Context: an optimization exercise on an open-source flow, tuned for small area, a short achievable clock period and few clock cycles. The choices shown serve that exercise and are no tape-out recipe.
Where RTL was checked, it was by simulation tests only, not by an equivalence proof against the original.
Power and IR drop assume default switching activity.

==> flow/design.v <==
package pooling_pkg;
  typedef enum logic [1:0] {
    IDLE   = 2'd0,
    ACCUM  = 2'd1,
    DIVIDE = 2'd2,
    OUT    = 2'd3
  } state_t;
  typedef enum logic {
    POOL_MEAN = 1'b0,
    POOL_MAX  = 1'b1
  } mode_t;
  function automatic integer len_width(input integer max_len);
    len_width = $clog2(max_len + 1);
  endfunction
  function automatic integer acc_width(input integer il, input integer fl, input integer max_len);
    acc_width = il + fl + len_width(max_len);
  endfunction
endpackage
module pool_divider #(
  parameter int NSTEP = 1
) (
  input  logic [3:0]         r_in,
  input  logic [2*NSTEP-1:0] d_in,
  input  logic [5:0]         n1,
  input  logic [5:0]         n3,
  output logic [3:0]         r_out,
  output logic [2*NSTEP-1:0] q_out
);
  logic [3:0] r [NSTEP+1];
  logic [5:0] z [NSTEP];
  logic [6:0] s1 [NSTEP];
  logic [5:0] s2 [NSTEP];
  logic [6:0] s3 [NSTEP];
  logic       c1 [NSTEP];
  logic       c2 [NSTEP];
  logic       c3 [NSTEP];
  always_comb begin
    r[0] = r_in;
    for (int i = 0; i < NSTEP; i++) begin
      z[i]  = {r[i], d_in[2*NSTEP-1-2*i -: 2]};
      s1[i] = {1'b0, z[i]} + {1'b0, n1};
      s2[i] = {1'b0, z[i][5:1]} + {1'b0, n1[4:0]};
      s3[i] = {1'b0, z[i]} + {1'b0, n3};
      c1[i] = s1[i][6];
      c2[i] = s2[i][5];
      c3[i] = s3[i][6];
      q_out[2*NSTEP-1-2*i -: 2] = {c2[i], c3[i] | (c1[i] & !c2[i])};
      if (c3[i])      r[i+1] = s3[i][3:0];
      else if (c2[i]) r[i+1] = {s2[i][2:0], z[i][0]};
      else if (c1[i]) r[i+1] = s1[i][3:0];
      else            r[i+1] = z[i][3:0];
    end
    r_out = r[NSTEP];
  end
endmodule
module pooling_unit #(
  parameter  int IL       = 4,
  parameter  int FL       = 16,
  parameter  int CHANNELS = 4,
  parameter  int MAX_LEN  = 16,
  localparam int LEN_W    = pooling_pkg::len_width(MAX_LEN),
  localparam int ACC_W    = pooling_pkg::acc_width(IL, FL, MAX_LEN),
  localparam int DW       = IL + FL
) (
  input  logic                 clk,
  input  logic                 rst,
  input  logic                 start,
  input  logic                 mode,
  input  logic [LEN_W-1:0]     len_cfg,
  input  logic [CHANNELS*DW-1:0] in_data,
  input  logic                 in_valid,
  output logic                 in_ready,
  output logic [CHANNELS*DW-1:0] out_data,
  output logic                 out_valid,
  input  logic                 out_ready,
  output logic                 busy
);
  localparam int SW     = DW + 4;                
  localparam int LO     = 12;                    
  localparam int NSTEP  = 1;                     
  localparam int NDIV   = DW / (2 * NSTEP);      
  logic             st_acc, st_fix, st_div, st_cor, st_cor2, st_out, st_busy;
  logic             mode_q, one_q;
  logic [3:0]       lm1_q;                       
  logic [5:0]       n1_q, n3_q;                  
  logic [3:0]       cnt_q;
  logic [LEN_W-1:0] len_clamped;
  logic             start_ok, beat, last_beat, last_div, any_cor2;
  logic [SW-1:0]         acc_q  [CHANNELS];
  logic                  cy_q   [CHANNELS];    
  logic                  neg_q  [CHANNELS];
  logic                  xr_q   [CHANNELS];    
  logic [3:0]            r_in   [CHANNELS];
  logic [DW-1:0]         x      [CHANNELS];
  logic [LO:0]           sum_lo [CHANNELS];
  logic [SW-LO-1:0]      sum_hi [CHANNELS];
  logic [DW-1:0]         xg     [CHANNELS];
  logic [DW-1:0]         q_new  [CHANNELS];
  logic                  cor    [CHANNELS];
  logic                  gt     [CHANNELS];
  logic [2*NSTEP-1:0]    d_in   [CHANNELS];
  logic [3:0]            r_nxt  [CHANNELS];
  logic [2*NSTEP-1:0]    q_nxt  [CHANNELS];
  assign in_ready  = st_acc;
  assign out_valid = st_out;
  assign busy      = st_busy;
  always_comb begin
    len_clamped = (len_cfg > LEN_W'(MAX_LEN)) ? LEN_W'(MAX_LEN) : len_cfg;
    start_ok    = start && !st_busy;
    beat        = in_valid && st_acc;
    last_beat   = beat && (cnt_q == '0);
    last_div    = st_div && (cnt_q == '0);
  end
  for (genvar g = 0; g < CHANNELS; g++) begin : g_lane
    always_comb begin
      x[g]      = in_data[g*DW +: DW];
      cor[g]    = neg_q[g] && (acc_q[g][SW-1:DW] != lm1_q);
      xg[g]     = x[g] & {DW{st_acc}};
      sum_lo[g] = {1'b0, acc_q[g][LO-1:0]} + (st_cor ? (LO+1)'(cor[g]) : {1'b0, x[g][LO-1:0]});
      sum_hi[g] = acc_q[g][SW-1:LO] + {{(SW-DW){xg[g][DW-1]}}, xg[g][DW-1:LO]}
                + (SW-LO)'(cy_q[g]);
      q_new[g]  = {acc_q[g][DW-2*NSTEP-1:0], q_nxt[g] ^ {(2*NSTEP){neg_q[g]}}};
      gt[g]     = {~x[g][DW-1], x[g][DW-2:0]} > {~acc_q[g][DW-1], acc_q[g][DW-2:0]};
      d_in[g]   = acc_q[g][DW-1 -: 2*NSTEP] ^ {(2*NSTEP){neg_q[g]}};
      r_in[g]   = acc_q[g][SW-1:DW] ^ {(SW-DW){xr_q[g]}};
    end
    pool_divider #(
      .NSTEP(NSTEP)
    ) u_div (
      .r_in (r_in[g]),
      .d_in (d_in[g]),
      .n1   (n1_q),
      .n3   (n3_q),
      .r_out(r_nxt[g]),
      .q_out(q_nxt[g])
    );
    always_ff @(posedge clk) begin
      if (start_ok) begin
        acc_q[g] <= '0;
        acc_q[g][DW-1] <= mode && (len_clamped != '0);
        cy_q[g]  <= 1'b0;
      end else if (beat) begin
        if (!mode_q) begin
          acc_q[g] <= {sum_hi[g], sum_lo[g][LO-1:0]};
          cy_q[g]  <= sum_lo[g][LO];
        end else if (gt[g]) begin
          acc_q[g][DW-1:0] <= x[g];
        end
      end else if (st_fix) begin
        acc_q[g][SW-1:LO] <= sum_hi[g];
        neg_q[g] <= sum_hi[g][SW-LO-1];
        xr_q[g]  <= sum_hi[g][SW-LO-1];
      end else if (st_div) begin
        acc_q[g] <= {r_nxt[g], q_new[g]};
        xr_q[g]  <= 1'b0;
      end else if (st_cor) begin
        acc_q[g][LO-1:0] <= sum_lo[g][LO-1:0];
        cy_q[g]  <= sum_lo[g][LO];
      end else if (st_cor2) begin
        acc_q[g][SW-1:LO] <= sum_hi[g];
      end
    end
    assign out_data[g*DW +: DW] = acc_q[g][DW-1:0];
  end
  always_comb begin
    any_cor2 = 1'b0;
    for (int c = 0; c < CHANNELS; c++) any_cor2 |= cor[c] && (&acc_q[c][LO-1:0]);
  end
  always_ff @(posedge clk) begin
    if (rst) begin
      st_acc  <= 1'b0;
      st_fix  <= 1'b0;
      st_div  <= 1'b0;
      st_cor  <= 1'b0;
      st_cor2 <= 1'b0;
      st_out  <= 1'b0;
      st_busy <= 1'b0;
    end else begin
      if (start_ok) begin
        st_busy <= 1'b1;
        st_acc  <= (len_clamped != '0);
        st_out  <= (len_clamped == '0);
      end
      if (last_beat) begin
        st_acc <= 1'b0;
        if (!mode_q && !one_q) st_fix <= 1'b1;
        else st_out <= 1'b1;
      end
      if (st_fix) begin
        st_fix <= 1'b0;
        st_div <= 1'b1;
      end
      if (last_div) begin
        st_div <= 1'b0;
        st_cor <= 1'b1;
      end
      if (st_cor) begin
        st_cor <= 1'b0;
        if (any_cor2) st_cor2 <= 1'b1;
        else st_out <= 1'b1;
      end
      if (st_cor2) begin
        st_cor2 <= 1'b0;
        st_out  <= 1'b1;
      end
      if (st_out && out_ready) begin
        st_out  <= 1'b0;
        st_busy <= 1'b0;
      end
    end
  end
  always_ff @(posedge clk) begin
    if (start_ok) begin
      mode_q <= mode;
      one_q  <= (len_clamped == LEN_W'(1));
      lm1_q  <= 4'(len_clamped - LEN_W'(1));
      n1_q   <= 6'(7'd64 - 7'(len_clamped));
      n3_q   <= 6'(8'd192 - 8'(len_clamped) * 8'd3);
      cnt_q  <= 4'(len_clamped - LEN_W'(1));
    end else if (last_beat) begin
      cnt_q  <= 4'(NDIV - 1);
    end else if (beat || st_div) begin
      cnt_q  <= cnt_q - 4'd1;
    end
  end
endmodule
Settings: LEC_CHECK=0, CAP_MARGIN=20, CORE_MARGIN=2, CORE_UTILIZATION=40, SETUP_SLACK_MARGIN=2.7, SLEW_MARGIN=20; clock period 6.0 ns.
standard.sh (not shown) runs the stock make flow with config.mk's settings and CLKGATE_MAP_FILE= SYNTH_SCRIPT=/design/flow/synth_recipe.tcl, a recipe that flattens the netlist after the stock synthesis.
==> flow/flow/run.sh <==
#!/bin/bash
# The standard layout, with the port buffers made of plain buffers
# (sky130_fd_sc_hd__buf_2) instead of the delay cells buffer_ports picks.
set -euo pipefail
export BUFFER_PORTS_ARGS="-buffer_cell sky130_fd_sc_hd__buf_2"
bash standard.sh > standard.log 2>&1
Testbench counts at the start, summed over its fixed seeds: cycles 12,707.
Then changed:
--- a/flow/design.v
+++ b/flow/design.v
@@ -80,5 +80,5 @@
   localparam int NSTEP  = 1;                     
   localparam int NDIV   = DW / (2 * NSTEP);      
-  logic             st_acc, st_fix, st_div, st_cor, st_cor2, st_out, st_busy;
+  logic             st_acc, st_fix, st_div, st_cor, st_out, st_busy;
   logic             mode_q, one_q;
   logic [3:0]       lm1_q;                       
@@ -86,5 +86,5 @@
   logic [3:0]       cnt_q;
   logic [LEN_W-1:0] len_clamped;
-  logic             start_ok, beat, last_beat, last_div, any_cor2;
+  logic             start_ok, beat, last_beat, last_div;
   logic [SW-1:0]         acc_q  [CHANNELS];
   logic                  cy_q   [CHANNELS];    
@@ -97,4 +97,5 @@
   logic [DW-1:0]         xg     [CHANNELS];
   logic [DW-1:0]         q_new  [CHANNELS];
+  logic                  cin_hi [CHANNELS];
   logic                  cor    [CHANNELS];
   logic                  gt     [CHANNELS];
@@ -115,9 +116,10 @@
     always_comb begin
       x[g]      = in_data[g*DW +: DW];
+      xg[g]     = x[g] & {DW{st_acc}};
       cor[g]    = neg_q[g] && (acc_q[g][SW-1:DW] != lm1_q);
-      xg[g]     = x[g] & {DW{st_acc}};
       sum_lo[g] = {1'b0, acc_q[g][LO-1:0]} + (st_cor ? (LO+1)'(cor[g]) : {1'b0, x[g][LO-1:0]});
+      cin_hi[g] = st_cor ? (cor[g] && (&acc_q[g][LO-1:0])) : cy_q[g];
       sum_hi[g] = acc_q[g][SW-1:LO] + {{(SW-DW){xg[g][DW-1]}}, xg[g][DW-1:LO]}
-                + (SW-LO)'(cy_q[g]);
+                + (SW-LO)'(cin_hi[g]);
       q_new[g]  = {acc_q[g][DW-2*NSTEP-1:0], q_nxt[g] ^ {(2*NSTEP){neg_q[g]}}};
       gt[g]     = {~x[g][DW-1], x[g][DW-2:0]} > {~acc_q[g][DW-1], acc_q[g][DW-2:0]};
@@ -155,15 +157,8 @@
         xr_q[g]  <= 1'b0;
       end else if (st_cor) begin
-        acc_q[g][LO-1:0] <= sum_lo[g][LO-1:0];
-        cy_q[g]  <= sum_lo[g][LO];
-      end else if (st_cor2) begin
-        acc_q[g][SW-1:LO] <= sum_hi[g];
+        acc_q[g][DW-1:0] <= {sum_hi[g][DW-LO-1:0], sum_lo[g][LO-1:0]};
       end
     end
     assign out_data[g*DW +: DW] = acc_q[g][DW-1:0];
-  end
-  always_comb begin
-    any_cor2 = 1'b0;
-    for (int c = 0; c < CHANNELS; c++) any_cor2 |= cor[c] && (&acc_q[c][LO-1:0]);
   end
   always_ff @(posedge clk) begin
@@ -173,5 +168,4 @@
       st_div  <= 1'b0;
       st_cor  <= 1'b0;
-      st_cor2 <= 1'b0;
       st_out  <= 1'b0;
       st_busy <= 1'b0;
@@ -197,10 +191,5 @@
       if (st_cor) begin
         st_cor <= 1'b0;
-        if (any_cor2) st_cor2 <= 1'b1;
-        else st_out <= 1'b1;
-      end
-      if (st_cor2) begin
-        st_cor2 <= 1'b0;
-        st_out  <= 1'b1;
+        st_out <= 1'b1;
       end
       if (st_out && out_ready) begin
Outcome:
- power grows by 2.5%
- combinational power grows by about 4%
- worst setup slack is worse by 0.61 ns
- cell area grows by 3.2%
- utilization grows by 2.5 points
- sequential power is about the same
- hold slack is better by 0.069 ns
Only the layout flow was run in the second run of this note; the RTL was not checked for function there.

[what the ideal ports hide]
In the flow no input, the clock included, has a driving cell. The finished layouts below were timed again as built, in two steps.
Step 1 assumes that a clkbuf_16 drives the clock port and a buf_2 every other input.
Step 2 adds t to the input delays and takes it off the output delays; t is the mean of the earliest and latest rising clock arrival at the registers after step 1. Input paths then give back, and output paths get back, about the clock's delay inside the block.
Slacks: no drivers / after step 1 / after step 2; pairs: no drivers / after step 1.
run | t (ns) | setup slack, ns | hold slack, ns
the first run | 0.498 | 2.732 / 2.732 / 2.294 | 0.435 / 0.435 / 0.435
the second run | 0.489 | 2.123 / 2.123 / 2.068 | 0.505 / 0.505 / 0.505
After both steps setup and hold are still met in every run listed. For the first run, which loses most, drivers alone change the setup slack by 0.000 ns; drivers and shift together by -0.438 ns.
